Source: an optimization exercise on an open RTL-to-GDS flow (aim: small area). Production flows keep margins and buffers that such runs may drop. The RTL was checked by simulation tests, not by an equivalence proof against the original design. Power figures rest on the tool's default switching activity, not on a simulated workload.

==> flow/design.v <==
module ptp_perout_gen #(
    parameter int FNS_W        = 16,
    parameter bit OUT_POLARITY = 1'b1
) (
    input  logic        clk,
    input  logic        rst_n,
    input  logic [95:0] ts_96,
    input  logic        enable,
    input  logic        cfg_valid,
    input  logic [79:0] cfg_start,
    input  logic [79:0] cfg_period,
    input  logic [79:0] cfg_width,
    output logic        perout,
    output logic        locked,
    output logic        cfg_error
);
    localparam int TW = 78;   
    logic [TW-1:0] ts_now;
    logic [TW-1:0] start_q;
    logic [TW-1:0] start_d;     
    logic [TW-1:0] period_q;    
    logic [TW-1:0] wmp_q;       
    logic [TW-1:0] next_rise;
    logic [TW-1:0] addend;
    logic [TW-1:0] sum;
    logic [TW-1:0] ts_in;
    logic [TW-1:0] c_start, c_period, c_width;
    logic [TW-1:0] c_wmp;
    logic          c_w_lt_p;
    logic          armed;       
    logic          cfg_held;
    logic          pulse;
    logic          cfg_legal;
    logic          back_q;
    logic          was_rst;
    logic          ge_rise, ge_sum;
    logic          idle;
    logic          unused;
    function automatic logic [TW-1:0] t80(input logic [79:0] t);
        t80 = {t[79:32], t[29:0]};
    endfunction
    function automatic logic t_ge(input logic [TW-1:0] a, input logic [TW-1:0] b);
        logic g, g0, g1;
        g = 1'b1;
        g0 = 1'b0; g1 = 1'b1;
        for (int i = 0; i < TW; i++) begin
            g0 = (a[i] & ~b[i]) | ((a[i] | ~b[i]) & g0);
            g1 = (a[i] & ~b[i]) | ((a[i] | ~b[i]) & g1);
            if (i % 6 == 6 - 1 || i == TW - 1) begin
                g = g0 | (g1 & g);
                g0 = 1'b0; g1 = 1'b1;
            end
        end
        t_ge = g;
    endfunction
    function automatic logic t_ge_r(input logic [TW-1:0] a, input logic [TW-1:0] b);
        logic g;
        g = 1'b1;
        for (int i = 0; i < TW; i++) g = (a[i] & ~b[i]) | ((a[i] | ~b[i]) & g);
        t_ge_r = g;
    endfunction
    localparam logic [29:0] NS_BIAS = 30'd73741824;   
    function automatic logic [TW-1:0] t_add(input logic [TW-1:0] a, input logic [TW-1:0] b);
        logic [TW-1:0] s;
        logic          c;
        s     = a + b;
        c     = s[30] ^ a[30] ^ b[30];
        t_add = {s[TW-1:30], c ? s[29:0] : s[29:0] - NS_BIAS};
    endfunction
    function automatic logic [TW+1:0] cia(input logic [TW-1:0] a, input logic [TW-1:0] b, input logic cin);
        logic [TW-1:0] s0, s;
        logic          g, carry, cblk, pf, c30;
        carry = cin; cblk = cin; g = cin; pf = 1'b1; c30 = 1'b0;
        for (int i = 0; i < TW; i++) begin
            if (i % 6 == 0 && i != 0) begin
                cblk = carry; g = 1'b0; pf = 1'b1;
                if (i == 30) c30 = carry;
            end
            s0[i] = a[i] ^ b[i] ^ g;
            g     = (a[i] & b[i]) | (a[i] & g) | (b[i] & g);
            s[i]  = (i < 6 || !cblk) ? s0[i] : s0[i] ^ pf;
            pf    = pf & s0[i];
            if (i % 6 == 5) carry = (i < 6) ? g : (g | (cblk & pf));
        end
        cia = {carry, c30, s};
    endfunction
    function automatic logic [TW:0] t_sub_b(input logic [TW-1:0] a, input logic [TW-1:0] b);
        logic [TW+1:0] d;
        d       = cia(a, ~b, 1'b1);
        t_sub_b = {!d[TW+1], d[TW-1:30], d[TW] ? d[29:0] + NS_BIAS : d[29:0]};
    endfunction
    assign start_d   = (c_start & {TW{cfg_valid}}) | (start_q & {TW{!cfg_valid}});
    assign ts_in     = t80(ts_96[95:16]);
    assign c_start   = t80(cfg_start);
    assign c_period  = t80(cfg_period);
    assign c_width   = t80(cfg_width);
    assign unused    = ^{ts_96[47:46], ts_96[15:0], cfg_start[31:30], cfg_period[31:30], cfg_width[31:30]};
    assign {c_w_lt_p, c_wmp} = t_sub_b(c_width, c_period);
    assign cfg_legal = (c_width != '0) && c_w_lt_p;
    assign addend    = pulse ? wmp_q : period_q;
    assign sum       = t_add(next_rise, addend);
    assign ge_sum    = t_ge(ts_now, sum);
    assign ge_rise   = t_ge_r(ts_now, next_rise);
    assign idle      = !armed && !pulse;
    assign perout    = OUT_POLARITY ? pulse : ~pulse;
    always_ff @(posedge clk) begin
        ts_now  <= ts_in;
        was_rst <= !rst_n;
        back_q  <= !was_rst && !t_ge_r(ts_in, ts_now);
        start_q <= start_d;
        if (cfg_valid) begin
            period_q <= {c_period[TW-1:30], c_period[29:0] + NS_BIAS};
            wmp_q    <= c_wmp;
        end
        if (cfg_valid || !enable || idle || back_q)
            next_rise <= start_d;
        else if (armed && (ge_sum || ge_rise))
            next_rise <= sum;
    end
    always_ff @(posedge clk) begin
        if (!rst_n) begin
            armed     <= 1'b0;
            cfg_held  <= 1'b0;
            pulse     <= 1'b0;
            locked    <= 1'b0;
            cfg_error <= 1'b0;
        end else begin
            if (cfg_valid) begin
                pulse     <= 1'b0;
                locked    <= 1'b0;
                cfg_error <= !cfg_legal;
                cfg_held  <= cfg_legal;
                armed     <= cfg_legal && enable;
            end else if (!enable) begin
                armed  <= 1'b0;
                pulse  <= 1'b0;
                locked <= 1'b0;
            end else if (!idle && back_q) begin
                pulse  <= 1'b0;
                locked <= 1'b0;
                armed  <= 1'b1;
            end else if (idle) begin
                locked <= 1'b0;
                armed  <= cfg_held;
            end else if (armed) begin
                if (ge_sum) begin
                    locked <= 1'b0;
                end else if (ge_rise) begin
                    pulse  <= 1'b1;
                    locked <= 1'b1;
                    armed  <= 1'b0;
                end
            end else if (ge_sum) begin
                pulse <= 1'b0;
                armed <= 1'b1;
            end
        end
    end
endmodule
==> flow/flow/run.sh <==
#!/bin/bash
# The standard layout (standard.sh, unchanged synthesis), except that the buffers put on
# the input and output ports are the smallest buffer cell, sky130_fd_sc_hd__buf_1.
set -euo pipefail
export BUFFER_PORTS_ARGS="-buffer_cell sky130_fd_sc_hd__buf_1"
bash standard.sh > standard.log 2>&1
==> flow/standard.sh <==
#!/bin/bash
# synth_recipe.tcl (not shown) runs the flow's synth.tcl, then flattens the netlist and writes it again
# the make line also repeats each setting of config.mk as NAME=value (left out here)
make -C /OpenROAD-flow-scripts/flow DESIGN_CONFIG=/design/flow/config.mk WORK_HOME=/design/flow/orfs CLKGATE_MAP_FILE= SYNTH_SCRIPT=/design/flow/synth_recipe.tcl "${@:-finish}"
==> flow/config.mk <==
export PLATFORM = sky130hd
export DESIGN_NAME = ptp_perout_gen
export DESIGN_NICKNAME = ptp_perout_gen
export VERILOG_FILES = /design/flow/design.v
export SDC_FILE = /design/flow/constraint.sdc
export NUM_CORES = 4
export LEC_CHECK = 0
export ABC_AREA = 1
export CAP_MARGIN = 20
export CORE_MARGIN = 2
export CORE_UTILIZATION = 40
export CTS_BUF_LIST = sky130_fd_sc_hd__clkbuf_4
export SLEW_MARGIN = 20
==> flow/constraint.sdc <==
create_clock -name core_clock -period 8.5 [get_ports {clk}]
set_input_delay 1.7000 -clock core_clock [delete_from_list [all_inputs] [get_ports {clk}]]
set_output_delay 1.7000 -clock core_clock [all_outputs]
set_load 0.01 [all_outputs]
==> results of run 1 <==
## final timing paths
kind	from	endpoint	slack, ns	cells after the start
hold reg to reg	start_q[50]$_DFF_P_	start_q[50]$_DFF_P_	0.44	2
hold / removal	start_q[50]$_DFF_P_	start_q[50]$_DFF_P_	0.44	2
setup / recovery	pulse$_SDFFE_PP0P_	next_rise[77]$_DFFE_PP_	0.70	61
setup reg to reg	pulse$_SDFFE_PP0P_	next_rise[77]$_DFFE_PP_	0.70	61
## per-stage QoR
stage	power [mW]	instance area, µm²	util, %	cells	hold WS [ns]
global placement	4.60	28300	44.0	4475	0.424
detailed placement	4.63	28300	44.0	4475	0.429
global route	7.06	30100	46.8	4707	0.456
CTS	6.56	29800	46.4	4692	0.445
floorplan	4.04	26000	-	3326	0.414
finish	6.54	30100	46.8	4709	0.441
## where the power goes
part | internal [mW] | total (mW) | leakage (nW) | switching (mW)
registers | 2.30 | 2.39 | 3.75 | 0.0955
logic | 0.832 | 2.26 | 10.2 | 1.42
clock network | 1.02 | 1.89 | 0.927 | 0.876
## synth_stat cells (all sizes together) (7+ instances only)
cell | instances | area share (%)
a21o | 7 | 0.20
a21oi | 150 | 3.0
a22o | 16 | 0.54
a31oi | 30 | 0.78
buf | 13 | 0.21
clkbuf | 45 | 0.65
dfxtp | 163 | 13
edfxtp | 234 | 27
fa | 66 | 5.1
ha | 153 | 7.4
inv | 502 | 7.3
mux2 | 8 | 0.35
nand2 | 1228 | 18
nand3 | 69 | 1.6
nand4 | 12 | 0.29
nor2 | 128 | 1.9
nor3 | 12 | 0.25
nor4 | 20 | 0.48
o211ai | 12 | 0.35
o21a | 8 | 0.23
o21ai | 189 | 3.7
o22ai | 67 | 1.6
or2 | 14 | 0.34
xnor2 | 39 | 1.3
xor2 | 107 | 3.6
## routing by layer
metal | vias up | routed length, µm
li1 | 11691 | -
met1 | 10440 | 34400
met2 | 524 | 33200
met3 | 91 | 4480
met4 | 10 | 1080
met5 | - | 102
## kinds of logic (layout without fill, tap and decap cells)
| logic type | count (synthesis) | in the layout | share of synthesized area (%) |
|---|---|---|---|
| fa+ha+maj | 219 | 219 | 12.5 |
| other cells | 0 | 9 | 0 |
| compound gates | 510 | 510 | 11.6 |
| xor+xnor | 146 | 146 | 4.96 |
| simple gates | 1484 | 1485 | 22.7 |
| flops | 397 | 397 | 39.7 |
| mux | 10 | 10 | 0.424 |
| buf+inv | 560 | 1078 | 8.12 |
## layout make-up
class / count / area [µm²]
well taps: 855 / 1070
multi-input cells: 2370 / 13600
flip-flops and latches: 397 / 10300
clock inverters: 45 / 268
repair buffers: 359 / 1630
fillers: 6553 / 34200
clock buffers: 172 / 1290
inverters: 502 / 1880
diodes: 9 / 22.5
## flip-flops by register name, summed over array words and instances, names as in the netlist, 78 cells and up
signal     count
next_rise     78
period_q      78
start_q       78
ts_now        78
wmp_q         78
## worst min-delay path, cell delays in order (launching register included)
cell and delay, ns:
dfxtp_1 0.30, nand2_1 0.06, nand2_1 0.05
==> flow_summary.json, run 1 <==
{
  "outcome": "finished clean",
  "crit_type": "reg2reg",
  "crit_path_max_fanout": 13,
  "min_period_over_period_pct": 91.7,
  "final_common_cell": "nand2_1",
  "worstMarginPinSlew_ns": 1.07,
  "syn_avg_cell_area_um2": 7.80,
  "vdd_ir_drop_max_uv": 99.8,
  "route.detailed.drc": 0,
  "die_h_um": 259,
  "overflow": 0,
  "max_stage_delay_ns": 0.43,
  "crit_family": "simple AND/OR/NAND/NOR gates",
  "worstSkewPairLatency_ns": 0.95,
  "seq_area_frac_synth_pct": 39.7,
  "hold_viol_final": 0,
  "die_area_um2": 66900,
  "port-buffer-count": 318,
  "grt_pass1_wl_mm": 113,
  "synth_warnings": 1,
  "cts.clk_slew.worst_paths_ns": 0.06,
  "critPathBufInv": 4,
  "p_per_area_nw_per_um2": 217,
  "period_minus_slack_ns": 7.80,
  "critPathCaptureType": "flop",
  "cts_buffer_depth": 3,
  "grt_antenna_before_repair": 11,
  "totalWireLength_mm": 73.2,
  "ios": 343,
  "path_common_cell": "nand2_1",
  "num_rows": 93,
  "ys.flop_type": "edfxtp_1",
  "crit_slowest_cell": "fa_1",
  "wl_per_cell_um": 15.5,
  "drv_slew": 0,
  "pre_cts_ws_ns": 0.0872,
  "first_global_vias": 21515,
  "grt_start_max_net_pins": 81,
  "vias": 22756,
  "postCtsSetupRepairBufs": 0,
  "p_leak_nw": 14.9,
  "setup_viol": 0,
  "synthToLayoutAreaGrowth_pct": 16.0,
  "htreeDepth": 3,
  "clock.fmax_mhz": 128,
  "fin_tns_setup_ns": 0,
  "grt_use_met1_pct": 29.9,
  "cts_resized": 0,
  "timing.clock.skew_ns": 0.0916,
  "maxCapViolations": 0,
  "async_flop_share_pct": 0,
  "clock-sinks": 397,
  "gp_congestion": 0.880,
  "rsz0062_at_grt": "no",
  "die-width_um": 259,
  "core_um2": 64300,
  "slew_headroom_pct": 28.8,
  "postLayoutSetupSlackWorst_ns": 0.702,
  "use_met2_pct": 33.7,
  "syn_area_um2": 26000,
  "root_buffer": "clkbuf_4",
  "layout-drive-gt1-share_pct": 8.40,
  "worstPathArrival_ns": 8.41,
  "synth_edf_count": 234,
  "dp_hpwl_mm": 56.2,
  "synth_cell_types": 55,
  "viasPerCell": 4.83,
  "synth_nets": 3885,
  "track_usage_pct": 21.3,
  "holdCritPathClass": "reg2reg",
  "drt-pass1-iter-count": 7,
  "final_cell_mix": "nand2_1 (1,212), inv_1 (492), buf_1 (317), edfxtp_1 (234), o21ai_0 (177)",
  "drtAntennaViolNets": 0,
  "synth_seq_cells": 397,
  "postCtsHoldBufs": 0,
  "layout.nets": 4303,
  "met3_usage_pct": 4.39,
  "critPathLaunchType": "flop",
  "drt_iter0_markers": 1387,
  "start_util_pct": 40.3,
  "gr-max-usage-layer": "met2",
  "cp_data_required_time_ns": 9.11,
  "cts_tree": "done",
  "cts_inserted_buffers": 114,
  "synth_cells": 3326
}
==> run 2, diff against run 1 <==
==> flow/flow/run.sh (replaced) <==
#!/bin/bash
# The standard layout (standard.sh, unchanged synthesis), except that the buffers put on
# the input and output ports are the smallest buffer cell, sky130_fd_sc_hd__buf_1, and clock
# tree synthesis builds the tree from sky130_fd_sc_hd__clkbuf_4 without dummy loads.
set -euo pipefail
export BUFFER_PORTS_ARGS="-buffer_cell sky130_fd_sc_hd__buf_1"
export CTS_ARGS="-sink_clustering_enable -repair_clock_nets -dont_use_dummy_load -buf_list sky130_fd_sc_hd__clkbuf_4"
bash standard.sh > standard.log 2>&1
==> run 2 against run 1 <==
Effect of this change:
- register-to-register slack worse by 0.08 ns
- highest routed layer unchanged
- die area stayed put
- worst hold slack better by 0.00063 ns
- largest power group unchanged
- design area is 2.4% lower
- non-clock buffer count is 4 higher
- largest cell class unchanged
- setup slack worse by 0.081 ns
- clock skew is 0.029 ns higher
- flip-flop and latch count stayed put
- synthesized cell count stayed put
==> flow_summary.json, run 2 <==
{
  "worstHoldStart": "start_q[17]$_DFF_P_",
  "crit_slowest_cell": "fa_1",
  "cts_tree": "done",
  "r2r.worst_path.cells": 62,
  "final_cell_mix": "nand2_1 (1,212), inv_1 (491), buf_1 (317), edfxtp_1 (234), o21ai_0 (177)",
  "clock-sinks": 397,
  "cp_data_required_time_ns": 9.03,
  "path_common_cell": "nand2_1",
  "nFillCells": 6589,
  "max_stage_delay_ns": 0.43,
  "synth_warnings": 1,
  "layout.nets": 4306,
  "vdd_ir_drop_max_uv": 107,
  "critPathCaptureType": "flop",
  "holdPathStages": 2,
  "startpoint": "pulse$_SDFFE_PP0P_",
  "synth_seq_cells": 397,
  "synth_edf_count": 234,
  "multi_input_area_um2": 13600,
  "first_global_vias": 21346,
  "crit_path_max_fanout": 14,
  "timing.clock.skew_ns": 0.120,
  "die_area_um2": 66900,
  "drtAntennaViolNets": 0,
  "totalWireLength_mm": 72.2,
  "grt_antenna_before_repair": 11,
  "start_util_pct": 40.3,
  "cts_buffer_depth": 3,
  "ys.flop_type": "edfxtp_1",
  "num_rows": 93,
  "p_per_area_nw_per_um2": 204,
  "overflow": 0,
  "port-buffer-count": 318,
  "timing.rr.end": "next_rise[45]$_DFFE_PP_",
  "htreeDepth": 3,
  "grt_start_max_net_pins": 81,
  "synthToLayoutAreaGrowth_pct": 13.2,
  "holdCritPathClass": "reg2reg",
  "yosysTopAreaCellShare_pct": 27.1,
  "setup_viol": 0,
  "worstPathArrival_ns": 8.41,
  "period_minus_slack_ns": 7.88,
  "worstSkewPairLatency_ns": 0.94,
  "synth_cells": 3326,
  "die-width_um": 259,
  "hold_ws_ns": 0.442,
  "dp_hpwl_mm": 56.2,
  "layout-drive-gt1-share_pct": 6.81,
  "route.detailed.drc": 0,
  "r2r_slack_ns": 0.62,
  "final_common_cell": "nand2_1",
  "seq_area_frac_synth_pct": 39.7,
  "min_period_over_period_pct": 92.7,
  "cts.clk_slew.worst_paths_ns": 0.05,
  "track_usage_pct": 21.2,
  "crit_type": "reg2reg",
  "slew_headroom_pct": 29.8,
  "synth_cell_types": 55,
  "cts_inserted_buffers": 114,
  "r2r_start": "pulse$_SDFFE_PP0P_",
  "drt_iter0_markers": 1278,
  "synthTopCellsByArea": "edfxtp_1 (27%), nand2_1 (18%), dfxtp_1 (13%)",
  "synth_nets": 3885,
  "p_leak_nw": 14.4,
  "synth_top_area_cell": "edfxtp_1",
  "viasPerCell": 4.90,
  "critPathLaunchType": "flop",
  "post-place-cells": 4475,
  "stdcell_count": 4607,
  "seq_area_um2": 10300,
  "gp_congestion": 0.880,
  "clock.fmax_mhz": 127,
  "vias": 22562,
  "syn_avg_cell_area_um2": 7.80,
  "grt_pass1_wl_mm": 112,
  "yosys-top-cells-count": "nand2_1 (1,214), inv_1 (492), edfxtp_1 (234)",
  "ios": 343,
  "yosysMostFrequentCell": "nand2_1",
  "drv_slew": 0,
  "wl_per_cell_um": 15.7,
  "syn_area_um2": 26000,
  "hold_viol_final": 0,
  "hold_end": "start_q[17]$_DFF_P_",
  "root_buffer": "clkbuf_4",
  "async_flop_share_pct": 0,
  "outcome": "finished clean",
  "maxCapViolations": 0,
  "core_um2": 64300,
  "worstMarginPinSlew_ns": 1.05,
  "drt-pass1-iter-count": 5,
  "die_h_um": 259
}
-- run 2: cell counts after synthesis --
No cell type changed its count.
-- run 2: cells by family after synthesis --
group | Yosys count | synth area share, %
DFF | 397 | 39.7
AOI/OAI and AO/OA | 510 | 11.6
and+or+nand+nor | 1484 | 22.7
buffers and inverters | 560 | 8.12
xor gates and xnor gates | 146 | 4.96
muxes | 10 | 0.424
adders and majority gates | 219 | 12.5
-- run 2: how the worst max path moves through the flow --
stage	cells after the start	to
2_1_floorplan	32	wmp_q[74]$_DFFE_PP_
4_1_cts	61	next_rise[15]$_DFFE_PP_
3_5_place_dp	35	armed$_SDFF_PN0_
3_3_place_gp	35	armed$_SDFF_PN0_
5_1_grt	64	next_rise[45]$_DFFE_PP_
6_report	62	next_rise[45]$_DFFE_PP_
-- run 2: power breakdown --
group	leakage, nW	switching (mW)	internal [mW]
sequential	3.75	0.0952	2.30
clock	0.525	0.740	0.599
combinational	10.2	1.42	0.837
-- run 2: worst max-delay path: cells and delay by family (launching register included) --
kind	cells	cell delay (ns)
buffers and inverters	5	0.50
flip-flops	1	0.38
XOR/XNOR	2	0.34
adder cells (fa/ha/maj)	2	0.64
AND/OR/NAND/NOR	42	3.82
AO/OA/AOI/OAI	11	1.77
-- run 2: stage by stage --
stage | area, µm² | setup TNS (ns) | util, % | setup slack, ns | total power, mW
finish | 29400 | 0 | 45.7 | 0.621 | 5.99
floorplan | 26000 | 0 | - | 0.0401 | 4.04
global route | 29400 | -0.0182 | 45.7 | -0.00924 | 6.49
CTS | 29100 | 0 | 45.3 | 0.268 | 6.00
detailed placement | 28300 | 0 | 44.0 | 0.0872 | 4.63
global placement | 28300 | 0 | 44.0 | 0.208 | 4.60
-- run 2: area by class of cell --
type / count / share of cell area [%]
tap: 855 / 3.64
sequential: 397 / 35.0
antenna: 7 / 0.0596
timing repair buffer: 363 / 5.58
clock buffer: 114 / 2.91
inverter: 502 / 6.41
multi-input combinational: 2369 / 46.4
-- run 2: routing by layer --
| layer | part of all wire, % | GRT usage (%) | wire [µm] |
|---|---|---|---|
| met5 | 0.061 | 0 | 44 |
| met4 | 1.7 | 5.15 | 1220 |
| met3 | 6.4 | 4.41 | 4620 |
| met2 | 45 | 33.4 | 32500 |
| met1 | 47 | 29.8 | 33800 |
-- run 2: repair_timing --
action                                 in CTS  in global routing
endpoints found under the hold margin       0                  0
resized for setup                           0                 16
hold buffers                                0                  0
buffers inserted                            0                  6
setup endpoints to repair                   0                 78
==> run 3, diff against run 2 <==
--- a/flow/config.mk
+++ b/flow/config.mk
@@ -10,4 +10,3 @@
 export CORE_MARGIN = 2
-export CORE_UTILIZATION = 40
-export CTS_BUF_LIST = sky130_fd_sc_hd__clkbuf_4
+export CORE_UTILIZATION = 60
 export SLEW_MARGIN = 20
==> run 3 against run 2 <==
Effect of this change:
- still clean on timing, DRC and antenna
- non-clock buffer count is 10 lower
- design area is 1.4% lower
- via count is 3.1% higher
- count of clock-buffer cells in the layout is 7 lower
- register-to-register slack hardly changed
- die area is 33% lower
- clock power is 4% lower
- clock skew is 0.032 ns lower
- synthesized cell count stayed put
- area after synthesis stayed put
- largest power group unchanged
- highest routed layer unchanged
==> flow_summary.json, run 3 <==
{
  "outcome": "finished clean",
  "drv_slew": 0,
  "hold_end": "start_q[39]$_DFF_P_",
  "final_common_cell": "nand2_1",
  "cts_buffer_depth": 3,
  "num_rows": 76,
  "syn_avg_cell_area_um2": 7.80,
  "grt_antenna_before_repair": 13,
  "synth_cells": 3326,
  "fin_tns_setup_ns": 0,
  "slew_headroom_pct": 33.6,
  "cts_inserted_buffers": 107,
  "async_flop_share_pct": 0,
  "p_leak_nw": 14.4,
  "grt_start_max_net_pins": 98,
  "vias": 23251,
  "holdPathStages": 2,
  "root_buffer": "clkbuf_4",
  "die_area_um2": 44900,
  "track_usage_pct": 30.5,
  "postLayoutSetupSlackWorst_ns": 0.631,
  "final_cell_mix": "nand2_1 (1,210), inv_1 (491), buf_1 (317), edfxtp_1 (234), o21ai_0 (177)",
  "port-buffer-count": 318,
  "crit_path_max_fanout": 16,
  "synth_warnings": 1,
  "cts_tree": "done",
  "die-width_um": 212,
  "postCtsHoldBufs": 0,
  "overflow": 0,
  "timing.clock.skew_ns": 0.0884,
  "crit_type": "reg2reg",
  "drt_iter0_markers": 1716,
  "start_util_pct": 60.5,
  "route.detailed.drc": 0,
  "core_um2": 42900,
  "viasPerCell": 5.38,
  "synth_cell_types": 55,
  "worstSkewPairLatency_ns": 0.87,
  "synth_edf_count": 234,
  "pre_cts_ws_ns": -0.0252,
  "grt_pass1_wl_mm": 108,
  "setup_viol": 0,
  "ys.flop_type": "edfxtp_1",
  "synthToLayoutAreaGrowth_pct": 11.6,
  "stdcell_count": 4325,
  "yosys-top-cells-count": "nand2_1 (1,214), inv_1 (492), edfxtp_1 (234)",
  "yosysTopAreaCellShare_pct": 27.1,
  "htreeDepth": 3,
  "vdd_ir_drop_max_uv": 154,
  "timing.rr.end": "next_rise[17]$_DFFE_PP_",
  "gp_congestion": 0.927,
  "path_common_cell": "nand2_1",
  "maxCapViolations": 0,
  "synth_seq_cells": 397,
  "cp_data_required_time_ns": 9.00,
  "critPathLaunchType": "flop",
  "crit_slowest_cell": "fa_1",
  "first_global_vias": 22286,
  "cts.clk_slew.worst_paths_ns": 0.06,
  "worstMarginPinSlew_ns": 0.996,
  "crit_family": "simple AND/OR/NAND/NOR gates",
  "synthTopCellsByArea": "edfxtp_1 (27%), nand2_1 (18%), dfxtp_1 (13%)",
  "layout-drive-gt1-share_pct": 6.46,
  "clock-sinks": 397,
  "period_minus_slack_ns": 7.87,
  "dp_hpwl_mm": 53.5,
  "p_per_area_nw_per_um2": 207,
  "drtAntennaViolNets": 0,
  "r2r_slack_ns": 0.63,
  "layout.nets": 4289,
  "r2r.worst_path.cells": 61,
  "drt-pass1-iter-count": 5,
  "rsz0062_at_grt": "no",
  "holdCritPathClass": "reg2reg",
  "syn_area_um2": 26000,
  "synth_nets": 3885,
  "yosysMostFrequentCell": "nand2_1",
  "worstPathArrival_ns": 8.37,
  "critPathBufInv": 4,
  "seq_area_frac_synth_pct": 39.7,
  "totalWireLength_mm": 69.2,
  "post-place-cells": 4199,
  "synth_top_area_cell": "edfxtp_1",
  "worstHoldStart": "start_q[39]$_DFF_P_",
  "r2r_start": "period_q[0]$_DFFE_PP_",
  "min_period_over_period_pct": 92.6,
  "ios": 343,
  "die_h_um": 212,
  "max_stage_delay_ns": 0.43,
  "clock.fmax_mhz": 127,
  "wl_per_cell_um": 16.0,
  "hold_viol_final": 0,
  "critPathCaptureType": "flop"
}
## run 3: cell counts after synthesis
Identical to the previous run, type by type.
## run 3: where the power goes
group          internal, mW  switching (mW)  total [mW]
registers              2.30          0.0974        2.40
logic                 0.843            1.47        2.31
clock network         0.566           0.717        1.28
total                  3.71            2.28        5.99
## run 3: what timing repair did
action	4_1_cts	5_1_grt
hold endpoints to repair	0	0
buffers inserted	0	3
endpoints found under the setup margin	0	80
resized for setup	0	17
## run 3: final cells by class
class,count,area [µm²]
repair buffers,353,1570
well taps,585,732
diodes,12,30.0
multi-input cells,2369,13600
fillers,3761,13900
flip-flops and latches,397,10300
inverters,502,1880
clock buffers,107,803
## run 3: worst register-to-register path, delay by kind of cell, from the launching register on
kind | cells | cell delay, ns
XOR/XNOR | 2 | 0.32
buffers and inverters | 4 | 0.47
flip-flops | 1 | 0.39
adder cells (fa/ha/maj) | 2 | 0.64
AO/OA/AOI/OAI | 11 | 1.85
AND/OR/NAND/NOR | 42 | 3.84
## run 3: per-stage QoR
stage                     util, %  instance area, µm²  total power, mW  hold WS, ns
final                        67.5               29000             5.99        0.441
after global routing         67.5               28900             6.42        0.460
after CTS                    66.9               28700             5.94        0.443
after detailed placement     65.1               27900             4.65        0.428
after global placement       65.1               27900             4.57        0.422
after floorplan                 -               26000             4.04        0.414
## run 3: cell families after synthesis
kind of cell | Yosys count | share of synthesized area, %
AO/OA/AOI/OAI | 510 | 11.6
adder cells (fa/ha/maj) | 219 | 12.5
buffers and inverters | 560 | 8.12
multiplexers | 10 | 0.424
AND/OR/NAND/NOR | 1484 | 22.7
flip-flops | 397 | 39.7
XOR/XNOR | 146 | 4.96
## run 3: layer usage
| layer | routed length (µm) | GRT usage (%) | part of all wire, % | vias up |
|---|---|---|---|---|
| met5 | 24 | 0 | 0.035 | - |
| met4 | 1920 | 11.4 | 2.8 | 4 |
| met3 | 5270 | 6.54 | 7.6 | 137 |
| met2 | 31600 | 48.7 | 46 | 796 |
| met1 | 30400 | 40.8 | 44 | 10748 |
| li1 | - | - | - | 11566 |
## run 3: how the worst max path moves through the flow
stage               depth (start not counted)  slack [ns]                 endpoint                  start
finish                                     61        0.63  next_rise[17]$_DFFE_PP_  period_q[0]$_DFFE_PP_
global route                               61        0.03  next_rise[17]$_DFFE_PP_  period_q[0]$_DFFE_PP_
floorplan                                  32        0.04      wmp_q[74]$_DFFE_PP_          cfg_period[6]
detailed placement                         35       -0.03         armed$_SDFF_PN0_          cfg_period[6]
global placement                           35        0.17         armed$_SDFF_PN0_          cfg_period[6]
CTS                                        63        0.20  next_rise[71]$_DFFE_PP_     pulse$_SDFFE_PP0P_
==> run 4, diff against run 3 <==
==> flow/flow/run.sh (replaced) <==
#!/bin/bash
# The standard layout (standard.sh, unchanged synthesis), except that the buffers put on
# the input and output ports are the smallest buffer cell, sky130_fd_sc_hd__buf_1, and clock
# tree synthesis builds the tree from sky130_fd_sc_hd__clkbuf_8 without dummy loads.
set -euo pipefail
export BUFFER_PORTS_ARGS="-buffer_cell sky130_fd_sc_hd__buf_1"
export CTS_ARGS="-sink_clustering_enable -repair_clock_nets -dont_use_dummy_load -buf_list sky130_fd_sc_hd__clkbuf_8"
bash standard.sh > standard.log 2>&1
--- a/flow/config.mk
+++ b/flow/config.mk
@@ -10,3 +10,4 @@
 export CORE_MARGIN = 2
-export CORE_UTILIZATION = 60
+export CORE_UTILIZATION = 40
+export CTS_BUF_LIST = sky130_fd_sc_hd__clkbuf_4
 export SLEW_MARGIN = 20
==> run 4 against run 3 <==
Effect of this change:
- non-clock buffer count is 5 higher
- via count is 4.0% lower
- routed wire length is 4.5% higher
- largest cell class unchanged
==> flow_summary.json, run 4 <==
{
  "drt-pass1-iter-count": 5,
  "path_common_cell": "nand2_1",
  "cts_resized": 0,
  "die_area_um2": 66900,
  "synth_cells": 3326,
  "design_area_um2": 29500,
  "root_buffer": "clkbuf_8",
  "stdcell_count": 4562,
  "seq_power_share_pct": 38.9,
  "wl_met1_mm": 34.2,
  "post-place-cells": 4475,
  "pwr-share-comb_pct": 36.6,
  "p_leak_nw": 14.4,
  "totalWireLength_mm": 72.3,
  "die_h_um": 259,
  "core_um2": 64300,
  "worstSkewPairLatency_ns": 0.66,
  "synth_cell_types": 55,
  "synthTopCellsByArea": "edfxtp_1 (27%), nand2_1 (18%), dfxtp_1 (13%)",
  "synth_warnings": 1,
  "intPower_mw": 3.89,
  "synth_top_area_cell": "edfxtp_1",
  "seq_area_frac_synth_pct": 39.7,
  "r2r_start": "pulse$_SDFFE_PP0P_",
  "cts.clk_slew.worst_paths_ns": 0.05,
  "crit_type": "reg2reg",
  "cts_tree": "done",
  "first_global_vias": 20970,
  "syn_area_um2": 26000,
  "clkPwrFrac_pct": 24.5,
  "fin_tns_setup_ns": 0,
  "wl_met2_mm": 31.9,
  "overflow": 0,
  "synth_nets": 3885,
  "viasPerCell": 4.89,
  "rsz0062_at_grt": "no",
  "yosysTopAreaCellShare_pct": 27.1,
  "clock.fmax_mhz": 127,
  "p_switching_mw": 2.26,
  "htreeDepth": 3,
  "hold_viol_final": 0,
  "holdCritPathClass": "reg2reg",
  "met3WireLength_mm": 4.43,
  "wl_per_cell_um": 15.9,
  "worstHoldStart": "start_q[50]$_DFF_P_",
  "cp_data_required_time_ns": 8.83,
  "layout-drive-gt1-share_pct": 5.62,
  "drt_iter0_markers": 1370,
  "worstMarginPinSlew_ns": 1.07,
  "grt_antenna_before_repair": 11,
  "port-buffer-count": 318,
  "total_power_mw": 6.16,
  "min_period_over_period_pct": 92.3,
  "postCtsSetupRepairBufs": 0,
  "num_rows": 93,
  "ys.flop_type": "edfxtp_1",
  "dpl_cell_area_um2": 28300,
  "vdd_ir_drop_max_uv": 103,
  "die-width_um": 259,
  "crit_slowest_cell": "fa_1",
  "slew_headroom_pct": 28.7,
  "critPathLaunchType": "flop",
  "max_stage_delay_ns": 0.43,
  "synthToLayoutAreaGrowth_pct": 13.8,
  "async_flop_share_pct": 0,
  "setup_viol": 0,
  "synth_edf_count": 234,
  "grt_pass1_wl_mm": 111,
  "final_cell_mix": "nand2_1 (1,211), inv_1 (492), buf_1 (317), edfxtp_1 (234), o21ai_0 (177)",
  "track_usage_pct": 21.2,
  "cts_buffer_depth": 3,
  "dp_hpwl_mm": 56.2,
  "syn_avg_cell_area_um2": 7.80,
  "critPathCaptureType": "flop",
  "start_util_pct": 40.3,
  "layout.nets": 4261,
  "sw_frac_of_total_pct": 36.8,
  "postCtsHoldBufs": 0,
  "p_per_area_nw_per_um2": 209,
  "ios": 343,
  "synth_seq_cells": 397,
  "drv_slew": 0,
  "clock-sinks": 397,
  "period_minus_slack_ns": 7.85,
  "crit_path_max_fanout": 14,
  "maxCapViolations": 0,
  "gp_congestion": 0.880,
  "timing.clock.skew_ns": 0.0642,
  "yosys-top-cells-count": "nand2_1 (1,214), inv_1 (492), edfxtp_1 (234)",
  "yosysMostFrequentCell": "nand2_1",
  "maxUsedRoutingLayer": "met5",
  "outcome": "finished clean",
  "final_common_cell": "nand2_1",
  "grt_start_max_net_pins": 81,
  "nFillCells": 6539,
  "worstPathArrival_ns": 8.18,
  "startpoint": "pulse$_SDFFE_PP0P_",
  "route.detailed.drc": 0,
  "drtAntennaViolNets": 0,
  "cts_inserted_buffers": 74,
  "vias": 22315
}
[run 4: logic make-up (layout without fill, tap and decap cells)]
family,after synthesis,in the layout,share of synthesized area (%)
AO/OA/AOI/OAI,510,510,11.6
XOR/XNOR,146,146,4.96
adder cells (fa/ha/maj),219,219,12.5
buffers and inverters,560,934,8.12
flip-flops,397,397,39.7
multiplexers,10,10,0.424
other,0,7,0
AND/OR/NAND/NOR,1484,1484,22.7
[run 4: per-layer routing]
metal | global-route usage, % | up-vias
met2 | 32.7 | 532
met3 | 4.19 | 118
met5 | 0 | -
li1 | - | 11451
met1 | 30.1 | 10210
met4 | 5.88 | 4
[run 4: area by class of cell]
cell class              count  area (µm²)  area share (%)
multi-input cells        2369       13600            46.1
flip-flops and latches    397       10300            34.9
inverters                 502        1880            6.38
repair buffers            358        1620            5.50
well taps                 855        1070            3.62
clock buffers              74        1020            3.45
diodes                      7        17.5          0.0593
[run 4: worst paths after layout]
check                             to  slack, ns  cells after the start
max          next_rise[30]$_DFFE_PP_       0.65                     61
min              start_q[50]$_DFF_P_       0.44                      2
max reg2reg  next_rise[30]$_DFFE_PP_       0.65                     61
min reg2reg      start_q[50]$_DFF_P_       0.44                      2
[run 4: power groups by stage]
stage                     Combinational (mW)  Sequential (mW)  Clock, mW
final                                   2.25             2.40       1.51
after global routing                    2.58             2.42       1.64
after CTS                               2.22             2.39       1.56
after detailed placement                2.20             2.43          0
after global placement                  2.17             2.43          0
after floorplan                         1.64             2.40          0
[run 4: through the flow]
| stage | hold WS, ns | util (%) | worst slack [ns] |
|---|---|---|---|
| finish | 0.440 | 45.9 | 0.653 |
| global placement | 0.424 | 44.0 | 0.208 |
| detailed placement | 0.429 | 44.0 | 0.0872 |
| floorplan | 0.414 | - | 0.0401 |
| CTS | 0.443 | 45.5 | 0.301 |
| global route | 0.453 | 45.9 | 0.0000986 |
[run 4: critical path, delay by kind of cell (launching register included)]
kind,cells,cell delay (ns)
and+or+nand+nor,42,3.89
DFF,1,0.38
buffers and inverters,4,0.46
AOI/OAI and AO/OA,11,1.75
xor gates and xnor gates,2,0.38
adders and majority gates,2,0.64
==> run 5, diff against run 4 <==
==> flow/flow/run.sh (replaced) <==
#!/bin/bash
# The standard layout (standard.sh, unchanged synthesis), except that the buffers put on
# the input and output ports are the smallest buffer cell, sky130_fd_sc_hd__buf_1, and clock
# tree synthesis builds the tree from sky130_fd_sc_hd__clkbuf_16 in larger sink clusters,
# without dummy loads.
set -euo pipefail
export BUFFER_PORTS_ARGS="-buffer_cell sky130_fd_sc_hd__buf_1"
export CTS_ARGS="-sink_clustering_enable -repair_clock_nets -dont_use_dummy_load -buf_list sky130_fd_sc_hd__clkbuf_16 -sink_clustering_size 30 -sink_clustering_max_diameter 150"
bash standard.sh > standard.log 2>&1
--- a/flow/config.mk
+++ b/flow/config.mk
@@ -11,3 +11,2 @@
 export CORE_UTILIZATION = 40
-export CTS_BUF_LIST = sky130_fd_sc_hd__clkbuf_4
 export SLEW_MARGIN = 20
==> run 5 against run 4 <==
Effect of this change:
- clock power fell by 36%
- critical path type unchanged
- area after synthesis did not move
- flip-flop and latch count did not move
- first-iteration DRC count rose by 9.9%
- total power fell by 8.9%
- register-to-register slack improved by 0.04 ns
- via count fell by 1.4%
- highest routed layer unchanged
- combinational power barely moved
- utilization fell by 0.93 points
- largest power group unchanged
- die area did not move
- non-clock buffer count did not move
==> flow_summary.json, run 5 <==
{
  "dp_hpwl_mm": 56.2,
  "synth_compound_area_share_pct": 11.6,
  "die-width_um": 259,
  "overflow": 0,
  "synth_cells": 3326,
  "worstMarginPinSlew_ns": 1.09,
  "holdCritPathClass": "reg2reg",
  "synth_warnings": 1,
  "ys.flop_type": "edfxtp_1",
  "period_minus_slack_ns": 7.80,
  "root_buffer": "clkbuf_16",
  "pre_cts_ws_ns": 0.0872,
  "path_depth": 61,
  "fin_util_pct": 45.0,
  "sw_frac_of_total_pct": 37.8,
  "timing.clock.skew_ns": 0.0512,
  "seq_area_frac_synth_pct": 39.7,
  "crit_path_max_fanout": 13,
  "core_um2": 64300,
  "p_leak_nw": 14.1,
  "wl_per_cell_um": 15.7,
  "setup_viol": 0,
  "hold_ws_ns": 0.447,
  "dpl_cell_area_um2": 28300,
  "vias": 22009,
  "syn_area_um2": 26000,
  "synth_nets": 3885,
  "total_power_mw": 5.61,
  "synth_top_area_cell": "edfxtp_1",
  "htreeDepth": 1,
  "postCtsHoldBufs": 0,
  "grt_pass1_wl_mm": 110,
  "maxCapViolations": 0,
  "port-buffer-count": 318,
  "min_period_over_period_pct": 91.8,
  "synth_mux_area_share_pct": 0.424,
  "holdPathStages": 2,
  "syn_avg_cell_area_um2": 7.80,
  "r2r.worst_path.cells": 61,
  "synth-simple-area-share_pct": 22.7,
  "first_global_vias": 20490,
  "yosysTopAreaCellShare_pct": 27.1,
  "postLayoutSetupSlackWorst_ns": 0.698,
  "drt-pass1-iter-count": 5,
  "drt_iter0_markers": 1506,
  "worstPathArrival_ns": 8.09,
  "synth_seq_cells": 397,
  "intPower_mw": 3.49,
  "post-place-cells": 4475,
  "viasPerCell": 4.89,
  "synthToLayoutAreaGrowth_pct": 11.5,
  "critPathBufInv": 4,
  "yosysMostFrequentCell": "nand2_1",
  "grt_antenna_before_repair": 10,
  "track_usage_pct": 20.6,
  "outcome": "finished clean",
  "clkPwrFrac_pct": 17.4,
  "layout.nets": 4204,
  "synth_edf_count": 234,
  "final_common_cell": "nand2_1",
  "stdcell_count": 4504,
  "synth-xor-area-share_pct": 4.96,
  "async_flop_share_pct": 0,
  "critPathCaptureType": "flop",
  "pwr-share-comb_pct": 40.1,
  "worstSkewPairLatency_ns": 0.57,
  "final_cell_mix": "nand2_1 (1,211), inv_1 (492), buf_1 (317), edfxtp_1 (234), o21ai_0 (177)",
  "cts_buffer_depth": 3,
  "layout-drive-gt1-share_pct": 4.14,
  "ios": 343,
  "nFillCells": 6563,
  "max_stage_delay_ns": 0.43,
  "grt_start_max_net_pins": 81,
  "route.detailed.drc": 0,
  "die_h_um": 259,
  "cts_inserted_buffers": 17,
  "hold_viol_final": 0,
  "path_common_cell": "nand2_1",
  "gp_congestion": 0.880,
  "drv_slew": 0,
  "vdd_ir_drop_max_uv": 104,
  "crit_type": "reg2reg",
  "cts.clk_slew.worst_paths_ns": 0.12,
  "slew_headroom_pct": 27.6,
  "totalWireLength_mm": 70.7,
  "rsz0062_at_grt": "no",
  "design_area_um2": 28900,
  "start_util_pct": 40.3,
  "cts_tree": "done",
  "num_rows": 93,
  "cts_resized": 0,
  "yosys-top-cells-count": "nand2_1 (1,214), inv_1 (492), edfxtp_1 (234)",
  "cp_data_required_time_ns": 8.78,
  "postCtsSetupRepairBufs": 0,
  "seq_power_share_pct": 42.6,
  "crit_family": "simple AND/OR/NAND/NOR gates",
  "synth_top_family_by_area": "simple AND/OR/NAND/NOR gates",
  "synth-adder-area-share_pct": 12.5,
  "die_area_um2": 66900,
  "p_switching_mw": 2.12,
  "synthTopCellsByArea": "edfxtp_1 (27%), nand2_1 (18%), dfxtp_1 (13%)",
  "critPathLaunchType": "flop",
  "p_per_area_nw_per_um2": 194,
  "synth_cell_types": 55,
  "fin_tns_setup_ns": 0,
  "crit_slowest_cell": "fa_1",
  "clock-sinks": 397,
  "drtAntennaViolNets": 0,
  "clock.fmax_mhz": 128
}
==> run 5: area by class of cell <==
type / count / area (µm²) / share of cell area, %
antenna: 6 / 15.0 / 0.0519
clock buffer: 17 / 425 / 1.47
inverter: 502 / 1880 / 6.51
multi-input combinational: 2369 / 13600 / 47.1
sequential: 397 / 10300 / 35.6
tap: 855 / 1070 / 3.70
timing repair buffer: 358 / 1620 / 5.60
==> run 5: kinds of logic after synthesis <==
logic type               after synthesis
AND/OR/NAND/NOR                     1484
buffers and inverters                560
AO/OA/AOI/OAI                        510
flip-flops                           397
adder cells (fa/ha/maj)              219
XOR/XNOR                             146
multiplexers                          10
==> run 5: worst paths after layout <==
path,startpoint,endpoint,slack (ns)
min,start_q[4]$_DFF_P_,start_q[4]$_DFF_P_,0.45
max,pulse$_SDFFE_PP0P_,next_rise[75]$_DFFE_PP_,0.70
max reg2reg,pulse$_SDFFE_PP0P_,next_rise[75]$_DFFE_PP_,0.70
min reg2reg,start_q[4]$_DFF_P_,start_q[4]$_DFF_P_,0.45
==> run 5: tightest hold or removal path, cell delays in order, from the launching register on <==
cell     delay (ns)
dfxtp_1        0.31
nand2_1        0.06
nand2_1        0.05
==> run 5: power groups by stage <==
stage	Combinational, mW	Clock [mW]	Sequential [mW]
global placement	2.17	0	2.43
finish	2.25	0.973	2.39
global route	2.58	1.06	2.41
detailed placement	2.20	0	2.43
CTS	2.22	1.01	2.39
floorplan	1.64	0	2.40
==> run 5: metal layers <==
layer  vias up  GRT usage [%]  part of all wire (%)
li1      11357              -                     -
met1     10110           30.0                    48
met2       479           32.8                    45
met3        57           2.93                   6.0
met4         6           3.55                   1.6
met5         -              0                 0.051
==> run 6, diff against run 5 <==
--- a/flow/flow/run.sh
+++ b/flow/flow/run.sh
@@ -7,3 +7,3 @@
 export BUFFER_PORTS_ARGS="-buffer_cell sky130_fd_sc_hd__buf_1"
-export CTS_ARGS="-sink_clustering_enable -repair_clock_nets -dont_use_dummy_load -buf_list sky130_fd_sc_hd__clkbuf_16 -sink_clustering_size 30 -sink_clustering_max_diameter 150"
+export CTS_ARGS="-sink_clustering_enable -repair_clock_nets -dont_use_dummy_load -buf_list sky130_fd_sc_hd__clkbuf_16 -sink_clustering_size 24 -sink_clustering_max_diameter 100"
 bash standard.sh > standard.log 2>&1
--- a/flow/config.mk
+++ b/flow/config.mk
@@ -10,3 +10,3 @@
 export CORE_MARGIN = 2
-export CORE_UTILIZATION = 40
+export CORE_UTILIZATION = 60
 export SLEW_MARGIN = 20
==> run 6 against run 5 <==
Effect of this change:
- still clean
- first-iteration DRC count up 15%
- setup slack worse by 0.21 ns
- combinational power is 3% higher
- count of clock-buffer cells in the layout is 3 higher
- critical path type is now in2reg
- largest cell class unchanged
- largest power group unchanged
==> flow_summary.json, run 6 <==
{
  "gp_congestion": 0.927,
  "synth-simple-area-share_pct": 22.7,
  "holdPathStages": 2,
  "track_usage_pct": 29.7,
  "vias": 22928,
  "crit_family": "compound AO/OA/AOI/OAI gates",
  "wl_per_cell_um": 16.3,
  "setup_viol": 0,
  "totalWireLength_mm": 69.0,
  "synth_edf_count": 234,
  "crit_slowest_cell": "fa_1",
  "outcome": "finished clean",
  "design_area_um2": 28700,
  "viasPerCell": 5.41,
  "p_leak_nw": 14.2,
  "cts_inserted_buffers": 20,
  "timing.clock.skew_ns": 0.0383,
  "ios": 343,
  "timing.rr.end": "next_rise[46]$_DFFE_PP_",
  "drtAntennaViolNets": 0,
  "drt_iter0_markers": 1726,
  "synthToLayoutAreaGrowth_pct": 10.7,
  "hold_viol_final": 0,
  "grt_antenna_before_repair": 10,
  "cts_buffer_depth": 3,
  "htreeDepth": 1,
  "cts.clk_slew.worst_paths_ns": 0.10,
  "synth_warnings": 1,
  "r2r_start": "pulse$_SDFFE_PP0P_",
  "rsz0062_at_grt": "no",
  "yosys-top-cells-count": "nand2_1 (1,214), inv_1 (492), edfxtp_1 (234)",
  "hold_end": "start_q[60]$_DFF_P_",
  "vdd_ir_drop_max_uv": 172,
  "route.detailed.drc": 0,
  "synth_nets": 3885,
  "die-width_um": 212,
  "root_buffer": "clkbuf_16",
  "dp_hpwl_mm": 53.5,
  "synth-adder-area-share_pct": 12.5,
  "period_minus_slack_ns": 8.02,
  "final_common_cell": "nand2_1",
  "syn_area_um2": 26000,
  "crit_type": "in2reg",
  "die_h_um": 212,
  "syn_avg_cell_area_um2": 7.80,
  "synth_seq_cells": 397,
  "holdCritPathClass": "reg2reg",
  "slew_headroom_pct": 33.6,
  "synthTopCellsByArea": "edfxtp_1 (27%), nand2_1 (18%), dfxtp_1 (13%)",
  "r2r_slack_ns": 0.59,
  "worstMarginPinSlew_ns": 0.996,
  "critPathBufInv": 11,
  "die_area_um2": 44900,
  "ys.flop_type": "edfxtp_1",
  "postCtsHoldBufs": 0,
  "yosysTopAreaCellShare_pct": 27.1,
  "layout.nets": 4205,
  "crit_path_max_fanout": 9,
  "r2r.worst_path.cells": 61,
  "worstPathArrival_ns": 8.51,
  "yosysMostFrequentCell": "nand2_1",
  "critPathCaptureType": "flop",
  "cp_data_required_time_ns": 9.00,
  "overflow": 0,
  "synth-xor-area-share_pct": 4.96,
  "grt_pass1_wl_mm": 106,
  "core_um2": 42900,
  "num_rows": 76,
  "drv_slew": 0,
  "worstSkewPairLatency_ns": 0.56,
  "path_common_cell": "inv_1",
  "synth_compound_area_share_pct": 11.6,
  "worstHoldStart": "start_q[60]$_DFF_P_",
  "clock.fmax_mhz": 125,
  "async_flop_share_pct": 0,
  "final_cell_mix": "nand2_1 (1,209), inv_1 (491), buf_1 (317), edfxtp_1 (234), o21ai_0 (177)",
  "seq_area_frac_synth_pct": 39.7,
  "min_period_over_period_pct": 94.3,
  "maxCapViolations": 0,
  "synth_mux_area_share_pct": 0.424,
  "p_per_area_nw_per_um2": 200,
  "drt-pass1-iter-count": 9,
  "synth_top_family_by_area": "simple AND/OR/NAND/NOR gates",
  "synth_cells": 3326,
  "synth_top_area_cell": "edfxtp_1",
  "first_global_vias": 21505,
  "total_power_mw": 5.74,
  "synth_cell_types": 55,
  "port-buffer-count": 318,
  "layout-drive-gt1-share_pct": 4.39,
  "critPathLaunchType": "input pin",
  "path_depth": 35,
  "cts_tree": "done",
  "dpl_cell_area_um2": 27900,
  "max_stage_delay_ns": 0.47,
  "grt_start_max_net_pins": 98,
  "start_util_pct": 60.5,
  "clock-sinks": 397
}
run 6: cell types whose count changed in the layout (fill, tap and decap cells not counted), sizes merged:
cell    change
buf         -3
clkbuf      +3
diode       +1
nand2       +1
run 6: layout make-up:
| class | count | area (µm²) |
|---|---|---|
| tap | 585 | 732 |
| antenna | 7 | 17.5 |
| sequential | 397 | 10300 |
| timing repair buffer | 355 | 1600 |
| multi-input combinational | 2370 | 13700 |
| clock buffer | 20 | 500 |
| fill | 3796 | 14200 |
| inverter | 502 | 1880 |
run 6: worst max path at each step:
stage	from	end	slack, ns
4_1_cts	pulse$_SDFFE_PP0P_	next_rise[16]$_DFFE_PP_	0.12
6_report	cfg_period[6]	armed$_SDFF_PN0_	0.48
3_5_place_dp	cfg_period[6]	armed$_SDFF_PN0_	-0.03
2_1_floorplan	cfg_period[6]	wmp_q[74]$_DFFE_PP_	0.04
3_3_place_gp	cfg_period[6]	armed$_SDFF_PN0_	0.17
5_1_grt	pulse$_SDFFE_PP0P_	next_rise[16]$_DFFE_PP_	0.01
run 6: repair_timing:
item                                    CTS  global route
endpoints found under the setup margin    0            80
hold endpoints to repair                  0             0
setup buffers                             0             1
gates resized for setup                   0            25
run 6: worst reg2reg max path, delay by kind of cell (launching register included):
| kind | cells | cell delay, ns |
|---|---|---|
| adders and majority gates | 2 | 0.65 |
| and+or+nand+nor | 42 | 3.97 |
| buffers and inverters | 4 | 0.44 |
| AOI/OAI and AO/OA | 11 | 1.86 |
| xor gates and xnor gates | 2 | 0.29 |
| DFF | 1 | 0.41 |
run 6: report_power, final:
| group | leakage [nW] | internal, mW | switching (mW) |
|---|---|---|---|
| Clock | 0.247 | 0.424 | 0.606 |
| Combinational | 10.2 | 0.846 | 1.47 |
| Sequential | 3.75 | 2.29 | 0.0979 |
| Total | 14.2 | 3.56 | 2.17 |
run 6: cells by family after synthesis:
kind of cell               count (synthesis)
and+or+nand+nor                         1484
buffers and inverters                    560
xor gates and xnor gates                 146
AOI/OAI and AO/OA                        510
adders and majority gates                219
DFF                                      397
muxes                                     10
run 6: layer usage:
metal  vias to the layer above  GRT usage (%)  wire length, µm
met5                         -              0               27
li1                      11370              -                -
met1                     10688           41.4            30400
met4                         4           7.65             1600
met3                        95           4.39             5110
met2                       771           48.5            31900
run 6: per-stage QoR:
stage | setup slack, ns | setup TNS (ns) | util [%] | std cells | hold slack [ns]
2_1_floorplan | 0.0401 | 0 | - | 3326 | 0.414
3_3_place_gp | 0.171 | 0 | 65.1 | 4199 | 0.422
3_5_place_dp | -0.0252 | -0.0252 | 65.1 | 4199 | 0.428
4_1_cts | 0.121 | 0 | 66.2 | 4219 | 0.451
5_1_grt | 0.0146 | 0 | 66.9 | 4232 | 0.469
6_report | 0.484 | 0 | 67.0 | 4236 | 0.449
==> run 7, diff against run 6 <==
--- a/flow/design.v
+++ b/flow/design.v
@@ -48,3 +48,3 @@
             g1 = (a[i] & ~b[i]) | ((a[i] | ~b[i]) & g1);
-            if (i % 6 == 6 - 1 || i == TW - 1) begin
+            if (i % 10 == 10 - 1 || i == TW - 1) begin
                 g = g0 | (g1 & g);
==> run 7 against run 6 <==
Effect of this change:
- the layout now fails its checks (capacitance limit, slew limit)
- area after synthesis about the same
- first-iteration DRC count down 19%
- sequential share of layout area rose by 0.22 points
- via count decreased by 3.7%
- worst hold slack improved by 0.0047 ns
- clock skew fell by 0.0063 ns
- clock power barely moved
- synthesized cell count fell by 2.1%
- critical path type unchanged
- critical endpoint unchanged
- largest power group unchanged
==> flow_summary.json, run 7 <==
{
  "outcome": "failed layout checks",
  "violatedChecks": "capacitance limit, slew limit",
  "gp_congestion": 0.932,
  "async_flop_share_pct": 0,
  "postCtsHoldBufs": 0,
  "synth_top_area_cell": "edfxtp_1",
  "synth_cell_types": 67,
  "slew_headroom_pct": -26.7,
  "clock-sinks": 397,
  "grt_pass1_wl_mm": 104,
  "drv_slew": 4,
  "holdCritPathClass": "reg2reg",
  "viasPerCell": 5.31,
  "crit_type": "in2reg",
  "worstPathArrival_ns": 8.48,
  "synthTopCellsByArea": "edfxtp_1 (27%), nand2_1 (17%), dfxtp_1 (13%)",
  "crit_family": "compound AO/OA/AOI/OAI gates",
  "ys.flop_type": "edfxtp_1",
  "synth_nets": 3814,
  "core_um2": 42900,
  "start_util_pct": 60.5,
  "grt_start_max_net_pins": 80,
  "yosys-top-cells-count": "nand2_1 (1,145), inv_1 (490), edfxtp_1 (234)",
  "rsz0062_at_grt": "no",
  "die_area_um2": 44900,
  "p_per_area_nw_per_um2": 201,
  "design_area_um2": 28500,
  "synth_cells": 3255,
  "cts_inserted_buffers": 20,
  "synth_edf_count": 234,
  "drt_iter0_markers": 1406,
  "vias": 22090,
  "post-place-cells": 4123,
  "worstMarginPinSlew_ns": 1.88,
  "htreeDepth": 1,
  "drtAntennaViolNets": 0,
  "clock.fmax_mhz": 125,
  "drt-pass1-iter-count": 5,
  "max_stage_delay_ns": 0.47,
  "totalWireLength_mm": 66.4,
  "worstSkewPairLatency_ns": 0.56,
  "cp_data_required_time_ns": 9.00,
  "dp_hpwl_mm": 52.5,
  "die-width_um": 212,
  "synthToLayoutAreaGrowth_pct": 9.99,
  "grt_antenna_before_repair": 9,
  "die_h_um": 212,
  "first_global_vias": 21482,
  "final_common_cell": "nand2_1",
  "critPathBufInv": 12,
  "syn_area_um2": 25900,
  "timing.clock.skew_ns": 0.0320,
  "root_buffer": "clkbuf_16",
  "p_leak_nw": 14.0,
  "dpl_cell_area_um2": 27800,
  "vdd_ir_drop_max_uv": 150,
  "yosysMostFrequentCell": "nand2_1",
  "route.detailed.drc": 0,
  "ios": 343,
  "crit_path_max_fanout": 8,
  "min_period_over_period_pct": 93.9,
  "overflow": 0,
  "cts.clk_slew.worst_paths_ns": 0.10,
  "num_rows": 76,
  "layout.nets": 4130,
  "crit_slowest_cell": "fa_1",
  "path_common_cell": "inv_1",
  "hold_viol_final": 0,
  "synth_seq_cells": 397,
  "critPathCaptureType": "flop",
  "synth_warnings": 1,
  "layout-drive-gt1-share_pct": 5.27,
  "critPathLaunchType": "input pin",
  "cts_buffer_depth": 3,
  "syn_avg_cell_area_um2": 7.97,
  "setup_viol": 0,
  "postLayoutSetupSlackWorst_ns": 0.517,
  "maxCapViolations": 1,
  "pre_cts_ws_ns": -0.0121,
  "fin_tns_setup_ns": 0,
  "cts_tree": "done",
  "final_cell_mix": "nand2_1 (1,143), inv_1 (488), buf_1 (317), edfxtp_1 (234), o21ai_0 (176)",
  "wl_per_cell_um": 16.0,
  "port-buffer-count": 318,
  "yosysTopAreaCellShare_pct": 27.1,
  "stdcell_count": 4160,
  "nFillCells": 3675,
  "period_minus_slack_ns": 7.98,
  "track_usage_pct": 29.1,
  "seq_area_frac_synth_pct": 39.7
}
[run 7: cell types whose count changed after synthesis, sizes merged, moves of 6 or more]
cell and delta:
nand4 +8, xor2 -12, o21ai +6, xnor2 +12, nor2 -26, nand2 -50, nand3 -21, o211ai +7
[run 7: layer usage]
layer / GRT usage, % / part of all wire, % / up-vias
met3: 3.93 / 5.5 / 146
met5: 0 / 0.054 / -
met2: 50.8 / 48 / 576
li1: - / - / 11182
met4: 11.9 / 4.3 / 6
met1: 36.4 / 42 / 10180
[run 7: through the flow]
step           power (mW)  hold WS, ns  utilization, %
2_1_floorplan        4.12        0.414               -
3_3_place_gp         4.63        0.423            64.9
3_5_place_dp         4.70        0.429            64.9
4_1_cts              5.72        0.452            66.1
5_1_grt              6.12        0.472            66.5
6_report             5.73        0.453            66.5
[run 7: layout make-up]
class / instances / area (µm²) / share of cell area, %
Multi-Input combinational cell: 2299 / 13600 / 47.5
Clock buffer: 20 / 500 / 1.75
Timing Repair Buffer: 351 / 1550 / 5.42
Tap cell: 585 / 732 / 2.57
Inverter: 502 / 1890 / 6.63
Antenna cell: 6 / 15.0 / 0.0526
Sequential cell: 397 / 10300 / 36.1
[run 7: tightest hold or removal path: stages (launching register included)]
cell and delay [ns]:
dfxtp_1 0.32, nand2_1 0.06, nand2_1 0.05
[run 7: what timing repair did]
action / 4_1_cts / 5_1_grt
setup buffers: 0 / 5
endpoints found under the setup margin: 0 / 56
resized for setup: 0 / 6
[run 7: path summary, 6_finish.rpt]
path	from	depth (start not counted)	slack (ns)	endpoint
max	cfg_period[6]	36	0.52	armed$_SDFF_PN0_
min	start_q[0]$_DFF_P_	2	0.45	start_q[0]$_DFF_P_
max reg2reg	pulse$_SDFFE_PP0P_	66	0.62	next_rise[21]$_DFFE_PP_
min reg2reg	start_q[0]$_DFF_P_	2	0.45	start_q[0]$_DFF_P_
[run 7: kinds of logic after synthesis]
family	Yosys count	synth area share, %
simple gates	1402	21.8
buf+inv	560	8.23
compound gates	520	12.4
flops	397	39.7
fa+ha+maj	222	12.6
xor+xnor	146	4.99
mux	8	0.328
[run 7: where the power goes]
group	switching, mW	total, mW	internal [mW]
Clock	0.610	1.03	0.424
Combinational	1.45	2.30	0.851
Sequential	0.0960	2.39	2.29
==> run 8, diff against run 7 <==
--- a/flow/design.v
+++ b/flow/design.v
@@ -48,3 +48,3 @@
             g1 = (a[i] & ~b[i]) | ((a[i] | ~b[i]) & g1);
-            if (i % 10 == 10 - 1 || i == TW - 1) begin
+            if (i % 6 == 6 - 1 || i == TW - 1) begin
                 g = g0 | (g1 & g);
==> flow/flow/run.sh (replaced) <==
#!/bin/bash
# The standard layout (standard.sh, unchanged synthesis), except that the buffers put on
# the input and output ports are the smallest buffer cell, sky130_fd_sc_hd__buf_1, and clock
# tree synthesis builds the tree from sky130_fd_sc_hd__clkbuf_8 in larger sink clusters,
# without dummy loads.
set -euo pipefail
export BUFFER_PORTS_ARGS="-buffer_cell sky130_fd_sc_hd__buf_1"
export CTS_ARGS="-sink_clustering_enable -repair_clock_nets -dont_use_dummy_load -buf_list sky130_fd_sc_hd__clkbuf_8 -sink_clustering_size 16 -sink_clustering_max_diameter 80"
bash standard.sh > standard.log 2>&1
--- a/flow/config.mk
+++ b/flow/config.mk
@@ -10,3 +10,3 @@
 export CORE_MARGIN = 2
-export CORE_UTILIZATION = 60
+export CORE_UTILIZATION = 40
 export SLEW_MARGIN = 20
==> run 8 against run 7 <==
Effect of this change:
- the run now finishes clean
- worst hold slack worse by 0.011 ns
- synthesized cell count up 2.2%
- area after synthesis barely moved
- register-to-register slack gained 0.04 ns
- count of clock-buffer cells in the layout grew 14
- clock power is essentially flat
- first-iteration DRC count down 8.0%
- flip-flop and latch count stayed put
- design area is 1.7% higher
- sequential power barely moved
- highest routed layer unchanged
==> flow_summary.json, run 8 <==
{
  "maxCapViolations": 0,
  "synth_cells": 3326,
  "cp_data_required_time_ns": 8.82,
  "total_power_mw": 5.65,
  "num_rows": 93,
  "yosys-top-cells-count": "nand2_1 (1,214), inv_1 (492), edfxtp_1 (234)",
  "startpoint": "pulse$_SDFFE_PP0P_",
  "core_um2": 64300,
  "drt-pass1-iter-count": 5,
  "postCtsSetupRepairBufs": 0,
  "timing.clock.skew_ns": 0.0625,
  "p_leak_nw": 14.2,
  "postCtsHoldBufs": 0,
  "r2r.worst_path.cells": 61,
  "worstSkewPairLatency_ns": 0.63,
  "critPathLaunchType": "flop",
  "first_global_vias": 20610,
  "min_period_over_period_pct": 92.3,
  "yosysTopAreaCellShare_pct": 27.1,
  "die_h_um": 259,
  "syn_area_um2": 26000,
  "start_util_pct": 40.3,
  "viasPerCell": 4.88,
  "gp_congestion": 0.880,
  "async_flop_share_pct": 0,
  "totalWireLength_mm": 72.1,
  "die-width_um": 259,
  "synth_nets": 3885,
  "crit_type": "reg2reg",
  "critPathCaptureType": "flop",
  "yosysMostFrequentCell": "nand2_1",
  "cts.clk_slew.worst_paths_ns": 0.09,
  "ys.flop_type": "edfxtp_1",
  "wl_per_cell_um": 15.9,
  "synthToLayoutAreaGrowth_pct": 11.8,
  "clock-sinks": 397,
  "cts_tree": "done",
  "synthTopCellsByArea": "edfxtp_1 (27%), nand2_1 (18%), dfxtp_1 (13%)",
  "synth_cell_types": 55,
  "htreeDepth": 2,
  "seq_area_frac_synth_pct": 39.7,
  "cts_resized": 0,
  "crit_path_max_fanout": 7,
  "setup.worst_path.end": "next_rise[23]$_DFFE_PP_",
  "layout.nets": 4223,
  "synth_warnings": 1,
  "cts_inserted_buffers": 34,
  "synth_edf_count": 234,
  "period_minus_slack_ns": 7.84,
  "r2r_slack_ns": 0.66,
  "grt_antenna_before_repair": 11,
  "hold_viol_final": 0,
  "grt_pass1_wl_mm": 110,
  "drt_iter0_markers": 1293,
  "final_cell_mix": "nand2_1 (1,212), inv_1 (492), buf_1 (317), edfxtp_1 (234), o21ai_0 (177)",
  "dp_hpwl_mm": 56.2,
  "p_per_area_nw_per_um2": 195,
  "drtAntennaViolNets": 0,
  "fin_tns_setup_ns": 0,
  "worstPathArrival_ns": 8.16,
  "path_common_cell": "nand2_1",
  "crit_slowest_cell": "fa_1",
  "die_area_um2": 66900,
  "synth_top_area_cell": "edfxtp_1",
  "syn_avg_cell_area_um2": 7.80,
  "synth_seq_cells": 397,
  "final_common_cell": "nand2_1",
  "slew_headroom_pct": 27.5,
  "vdd_ir_drop_max_uv": 100,
  "port-buffer-count": 318,
  "root_buffer": "clkbuf_8",
  "track_usage_pct": 20.9,
  "overflow": 0,
  "fin_util_pct": 45.1,
  "layout-drive-gt1-share_pct": 4.64,
  "timing.rr.end": "next_rise[23]$_DFFE_PP_",
  "vias": 22092,
  "outcome": "finished clean",
  "grt_start_max_net_pins": 81,
  "worstMarginPinSlew_ns": 1.09,
  "clock.fmax_mhz": 127,
  "holdCritPathClass": "reg2reg",
  "max_stage_delay_ns": 0.43,
  "drv_slew": 0,
  "r2r_start": "pulse$_SDFFE_PP0P_",
  "ios": 343,
  "cts_buffer_depth": 3,
  "setup_viol": 0,
  "route.detailed.drc": 0
}
-- run 8: cell count changes in the layout (fill, tap and decap cells not counted), moves of 8 or more --
cell	previous run	this run
nand2_1	1143	1212
clkbuf_16	23	5
a21oi_1	126	139
nand2_2	32	14
clkbuf_8	0	34
xnor2_1	51	39
nand3_1	37	56
nand4_1	20	12
nor2_1	101	123
xor2_1	93	104
-- run 8: layout make-up --
cell class / count / area (µm²)
fill: 6580 / 35300
multi-input combinational: 2370 / 13600
sequential: 397 / 10300
inverter: 502 / 1880
timing repair buffer: 359 / 1640
tap: 855 / 1070
clock buffer: 34 / 468
antenna: 6 / 15.0
-- run 8: how the worst min path moves through the flow --
| stage | start | slack (ns) | end | cells after the start |
|---|---|---|---|---|
| after global placement | start_q[26]$_DFF_P_ | 0.42 | start_q[26]$_DFF_P_ | 2 |
| after floorplan | start_q[0]$_DFF_P_ | 0.41 | start_q[0]$_DFF_P_ | 2 |
| after global routing | start_q[59]$_DFF_P_ | 0.46 | start_q[59]$_DFF_P_ | 2 |
| final | start_q[50]$_DFF_P_ | 0.44 | start_q[50]$_DFF_P_ | 2 |
| after detailed placement | start_q[32]$_DFF_P_ | 0.43 | start_q[32]$_DFF_P_ | 2 |
| after CTS | start_q[50]$_DFF_P_ | 0.44 | start_q[50]$_DFF_P_ | 2 |
-- run 8: where the power goes --
| group | switching (mW) | leakage, nW | internal (mW) |
|---|---|---|---|
| clock | 0.644 | 0.244 | 0.361 |
| combinational | 1.43 | 10.2 | 0.831 |
| sequential | 0.0954 | 3.75 | 2.29 |
| total | 2.17 | 14.2 | 3.48 |
-- run 8: metrics by stage --
| stage | cell area (µm²) | instances | hold WS [ns] | setup slack (ns) |
|---|---|---|---|---|
| 6_report | 29000 | 4523 | 0.442 | 0.655 |
| 5_1_grt | 29000 | 4521 | 0.464 | -0.0147 |
| 4_1_cts | 28800 | 4509 | 0.444 | 0.260 |
| 3_5_place_dp | 28300 | 4475 | 0.429 | 0.0872 |
| 3_3_place_gp | 28300 | 4475 | 0.424 | 0.208 |
| 2_1_floorplan | 26000 | 3326 | 0.414 | 0.0401 |
-- run 8: metal layers --
metal / share of wire, % / GRT usage, %
met4: 2.1 / 4.93
met2: 44 / 32.9
met3: 5.7 / 3.42
met1: 48 / 29.9
met5: 0.047 / 0
-- run 8: worst max-delay path, delay by kind of cell, from the launching register on --
family / cells / cell delay [ns]
AOI/OAI and AO/OA: 11 / 1.78
xor gates and xnor gates: 2 / 0.38
adders and majority gates: 2 / 0.64
buffers and inverters: 4 / 0.44
DFF: 1 / 0.39
and+or+nand+nor: 42 / 3.89
-- run 8: kinds of logic (layout without fill, tap and decap cells) --
group,after synthesis,in the layout,share of synthesized area (%)
AND/OR/NAND/NOR,1484,1485,22.7
buffers and inverters,560,895,8.12
AO/OA/AOI/OAI,510,510,11.6
flip-flops,397,397,39.7
adder cells (fa/ha/maj),219,219,12.5
XOR/XNOR,146,146,4.96
multiplexers,10,10,0.424
other,0,6,0

-- what the ideal ports hide --
In the flow no input, the clock included, has a driving cell. The finished layouts below were timed again as built, in two steps. Step 1 assumes that a clkbuf_16 drives the clock port and a buf_2 every other input. Step 2 moves the port delays by t, midway between the first and last clock arrival at a register: inputs arrive t later, outputs are due t later. That takes back most of the time a late clock gives input paths. Three values: ideal ports, drivers, drivers and shift; two values: the first two.
| run | t (ns) | slack for setup (ns) | hold slack, ns | worst register clock-pin slew, ns | cell pins on the clock port's net |
|---|---|---|---|---|---|
| run 1 | 0.957 | 0.702 / 0.702 / 0.280 | 0.441 / 0.441 / 0.441 | 0.08 / 0.08 | 1 |
| run 2 | 0.931 | 0.621 / 0.621 / 0.308 | 0.442 / 0.442 / 0.442 | 0.07 / 0.07 | 1 |
| run 3 | 0.884 | 0.631 / 0.631 / -0.186 | 0.441 / 0.441 / 0.441 | 0.07 / 0.07 | 1 |
| run 4 | 0.684 | 0.653 / 0.653 / 0.230 | 0.440 / 0.440 / 0.440 | 0.06 / 0.06 | 1 |
| run 5 | 0.601 | 0.698 / 0.698 / 0.235 | 0.447 / 0.447 / 0.447 | 0.12 / 0.12 | 1 |
| run 6 | 0.598 | 0.484 / 0.519 / -0.079 | 0.449 / 0.449 / 0.449 | 0.10 / 0.10 | 1 |
| run 7 | 0.603 | 0.517 / 0.551 / -0.051 | 0.453 / 0.453 / 0.453 | 0.10 / 0.10 | 1 |
| run 8 | 0.645 | 0.655 / 0.655 / 0.227 | 0.442 / 0.442 / 0.442 | 0.11 / 0.11 | 1 |
For run 3, which loses most, drivers alone change the setup slack by 0.000 ns; drivers and shift together by -0.817 ns.
